Background: an optimization exercise with open tools, aiming at small area, a short achievable clock period and few clock cycles per item. Do not read the settings as production practice. The RTL was checked by simulation tests, not by an equivalence proof against the original design.

== middle ==
## path_option_payoff
module path_option_payoff #(
  parameter int MAX_PATH_LEN = pop_pkg::MaxPathLen
) (
  input  logic                       clk_i,
  input  logic                       rst_ni,
  input  logic                       sample_valid_i,
  output logic                       sample_ready_o,
  input  logic [pop_pkg::PriceW-1:0] sample_price_i,
  input  logic                       sample_last_i,
  output logic                       result_valid_o,
  input  logic                       result_ready_i,
  output logic [pop_pkg::PriceW-1:0] result_payoff_o,
  output logic                       result_crossed_o,
  input  logic                       cfg_valid_i,
  output logic                       cfg_ready_o,
  input  logic [pop_pkg::CfgIdxW-1:0] cfg_index_i,
  input  logic [pop_pkg::CfgDataW-1:0] cfg_data_i
);
  localparam int CntW = $clog2(MAX_PATH_LEN + 1);
  localparam int SumW = 32 + CntW;
  logic [1:0]  mode_q;
  logic [31:0] strike_q;
  logic [31:0] second_q;
  logic [16:0] disc_q;
  assign cfg_ready_o = 1'b1;
  always_ff @(posedge clk_i or negedge rst_ni) begin
    if (!rst_ni) begin
      mode_q   <= 2'd0;
      strike_q <= '0;
      second_q <= '0;
      disc_q   <= 17'd65536;
    end else if (cfg_valid_i) begin
      case (cfg_index_i)
        2'd0: mode_q   <= cfg_data_i[1:0];
        2'd1: strike_q <= cfg_data_i;
        2'd2: second_q <= cfg_data_i;
        default: disc_q <= cfg_data_i[16:0];
      endcase
    end
  end
  logic m_look, m_comp, m_bar;
  assign m_look = (mode_q == 2'd1);
  assign m_bar  = (mode_q == 2'd2);
  assign m_comp = (mode_q == 2'd3);
  logic        s_mul1_q, s_sub_q, s_mul2_q, s_div_q, s_done_q;
  logic        s_idle;
  logic [4:0]  step_q;
  logic [31:0] xn_q;
  logic [31:0] b_q;
  logic        bx_q, by_q;
  logic [32:0] acc_q;
  logic        pcr_q;
  logic        post_idle;
  assign s_idle    = !(s_mul1_q || s_sub_q || s_mul2_q || s_div_q || s_done_q);
  assign post_idle = s_idle || (s_done_q && result_ready_i);
  logic        rdy_q;
  logic [31:0] x_q;
  logic        v_q;
  logic        lst_q;
  logic        acc_s;
  assign sample_ready_o = rdy_q;
  assign acc_s = sample_valid_i && rdy_q;
  always_ff @(posedge clk_i) begin
    if (rdy_q) begin
      x_q   <= sample_price_i;
      lst_q <= sample_last_i;
    end
  end
  logic [31:0]     min_q;
  logic            cr_q;
  logic [CntW-1:0] cnt_q;
  logic            first_q;    
  ...
For scale: ~3100 cells after synthesis, roughly 110 I/O pins, about 28000 µm² of cells after synthesis.
clock: 11.0 ns
lec_check: 0
cap_margin: 20
core_margin: 2
core_utilization: 55
setup_slack_margin: 5
slew_margin: 20
standard.sh (not shown) runs the stock make flow with config.mk's settings and CLKGATE_MAP_FILE= SYNTH_SCRIPT=/design/flow/synth_recipe.tcl, a recipe that flattens the netlist after the stock synthesis.
==> flow/flow/run.sh <==
#!/bin/bash
set -euo pipefail
bash standard.sh SETUP_SLACK_MARGIN=6.5 finish > standard.log 2>&1
middle: flow completed, timing, DRC and antenna clean
Testbench counts of middle, summed over its fixed seeds: cycles 68,934, paths 2,560.
#### Input delta (east over middle)
Settings: CORE_UTILIZATION changed from 55 to 65.
==> flow/flow/run.sh <==
#!/bin/bash
set -euo pipefail
bash standard.sh SETUP_SLACK_MARGIN=6.3 finish > standard.log 2>&1
## What came out
Compared with middle, east has less setup slack. Per the comparison of east with middle, layout filler cell count went down. Looking at end of the critical path, the cr_q$_DFFE_PP_ result is from east; the xn_q[31]$_DFFE_PP_ one comes from middle. Delta (east minus middle): via total after detailed routing saw an increase; global routing usage summed across all routing layers saw an increase; cell area shrank by about 3%. Between middle and east, share of the core filled with cells increased.

========
job 7116:
Another version of the RTL of path_option_payoff (not shown whole).
For scale: about 400 flip-flops, ~110 I/O pins.
export LEC_CHECK = 0
export CAP_MARGIN = 20
export CORE_MARGIN = 2
export CORE_UTILIZATION = 55
export SETUP_SLACK_MARGIN = 5
export SLEW_MARGIN = 20
create_clock -name core_clock -period 11.0 [get_ports {clk_i}]
==> flow/flow/run.sh <==
#!/bin/bash
set -euo pipefail
bash standard.sh SETUP_SLACK_MARGIN=6.8 finish > standard.log 2>&1
Testbench counts of job 7116, summed over its fixed seeds: cycles 67,214, paths 2,560.
Relative to job 7116, the following input files were edited for job 9298:
==> flow/flow/run.sh <==
#!/bin/bash
set -euo pipefail
bash standard.sh SETUP_SLACK_MARGIN=6.5 finish > standard.log 2>&1
- Job 9298 finished every step from synthesis to the final layout, and the layout passed the timing, DRC and antenna checks.
- Diff job 7116 -> job 9298: multi-input combinational area share roughly the same, global-route wire length before repair lower, number of instances resized during post-cts repair lower, final-layout worst hold slack higher, CTS H-tree depth roughly the same.
- Looking at worst setup slack, job 9298 sits 0.072 ns above job 7116.
- Of the two candidates, job 7116 has the worse worst slack at placement and job 9298 the better one.
- Looking only at met1 routed wirelength after detailed routing, and setting everything else aside, the higher value of job 7116 and job 9298 goes to job 7116.

========
== violet ==
RTL: one of the versions met above, not the one the previous note started from.
Size in the first run: about 3,100 cells after synthesis, about 110 I/O pins, ~28,000 µm² of cells after synthesis.
==> flow/config.mk <==
export PLATFORM = sky130hd
export DESIGN_NAME = path_option_payoff
export DESIGN_NICKNAME = path_option_payoff
export VERILOG_FILES = /design/flow/design.v
export SDC_FILE = /design/flow/constraint.sdc
export NUM_CORES = 4
export LEC_CHECK = 0
export CAP_MARGIN = 20
export CORE_MARGIN = 2
export CORE_UTILIZATION = 55
export SETUP_SLACK_MARGIN = 5
export SLEW_MARGIN = 20
==> flow/constraint.sdc <==
create_clock -name core_clock -period 11.0 [get_ports {clk_i}]
set_input_delay 2.2000 -clock core_clock [delete_from_list [all_inputs] [get_ports {clk_i}]]
set_output_delay 2.2000 -clock core_clock [all_outputs]
set_load 0.01 [all_outputs]
==> flow/flow/run.sh <==
#!/bin/bash
set -euo pipefail
bash standard.sh SETUP_SLACK_MARGIN=6 finish > standard.log 2>&1
Testbench counts of violet, summed over its fixed seeds: cycles 68,934, paths 2,560.
## Diff of input files: raven against violet
==> flow/flow/run.sh <==
#!/bin/bash
set -euo pipefail
bash standard.sh SETUP_SLACK_MARGIN=6.3 finish > standard.log 2>&1
Notes after the runs:
- Between violet and raven, the difference in synthesized area is negligible.
- Having completed the whole flow, raven delivered a layout that passed the timing, DRC and antenna checks.
- Delta (raven minus violet): synthesis-to-layout area growth increased 1.5 points; ratio of final minimum period to clock period now sits lower; maximum achievable frequency up about 4%; via count has remained practically unchanged; largest incremental delay on the critical path saw little to no change.
- From violet to raven the numbers moved as follows: share of cell area taken by multi-input logic gates did not really move; wire length saw an increase; first-iteration DRC count lost 3.5%.

## static timing again, ports no longer ideal
The results above use ideal ports. As a check the final layouts listed here were re-extracted and re-timed, cells and wires unchanged.
Step 1, drivers: a clkbuf_16 drives clk_i and a buf_2 each remaining input, both assumed.
Step 2 adds t to the input delays and takes it off the output delays; t is the mean of the earliest and latest rising clock arrival at the registers after step 1. Input paths then give back, and output paths get back, about the clock's delay inside the block.
a / b / c = no drivers / after step 1 / after step 2; a / b = the first two.
run	shift t [ns]	setup WS [ns]	hold WS [ns]	slew at the worst register clock pin (ns)	worst data-port slew with drivers (ns)
middle	0.645	6.523 / 6.523 / 6.075	0.485 / 0.485 / 0.485	0.07 / 0.07	0.04
east	0.649	6.352 / 6.352 / 5.935	0.462 / 0.462 / 0.462	0.07 / 0.07	0.05
job 7116	0.657	6.394 / 6.394 / 6.158	0.455 / 0.455 / 0.455	0.06 / 0.06	0.05
job 9298	0.644	6.466 / 6.466 / 6.109	0.461 / 0.461 / 0.461	0.07 / 0.07	0.04
violet	0.645	6.174 / 6.174 / 5.784	0.478 / 0.478 / 0.478	0.07 / 0.07	0.04
raven	0.649	6.356 / 6.356 / 5.877	0.475 / 0.475 / 0.475	0.06 / 0.06	0.05
After both steps every run listed still meets setup and hold. For raven, which loses most, drivers alone change the setup slack by 0.000 ns; drivers and shift together by -0.479 ns.
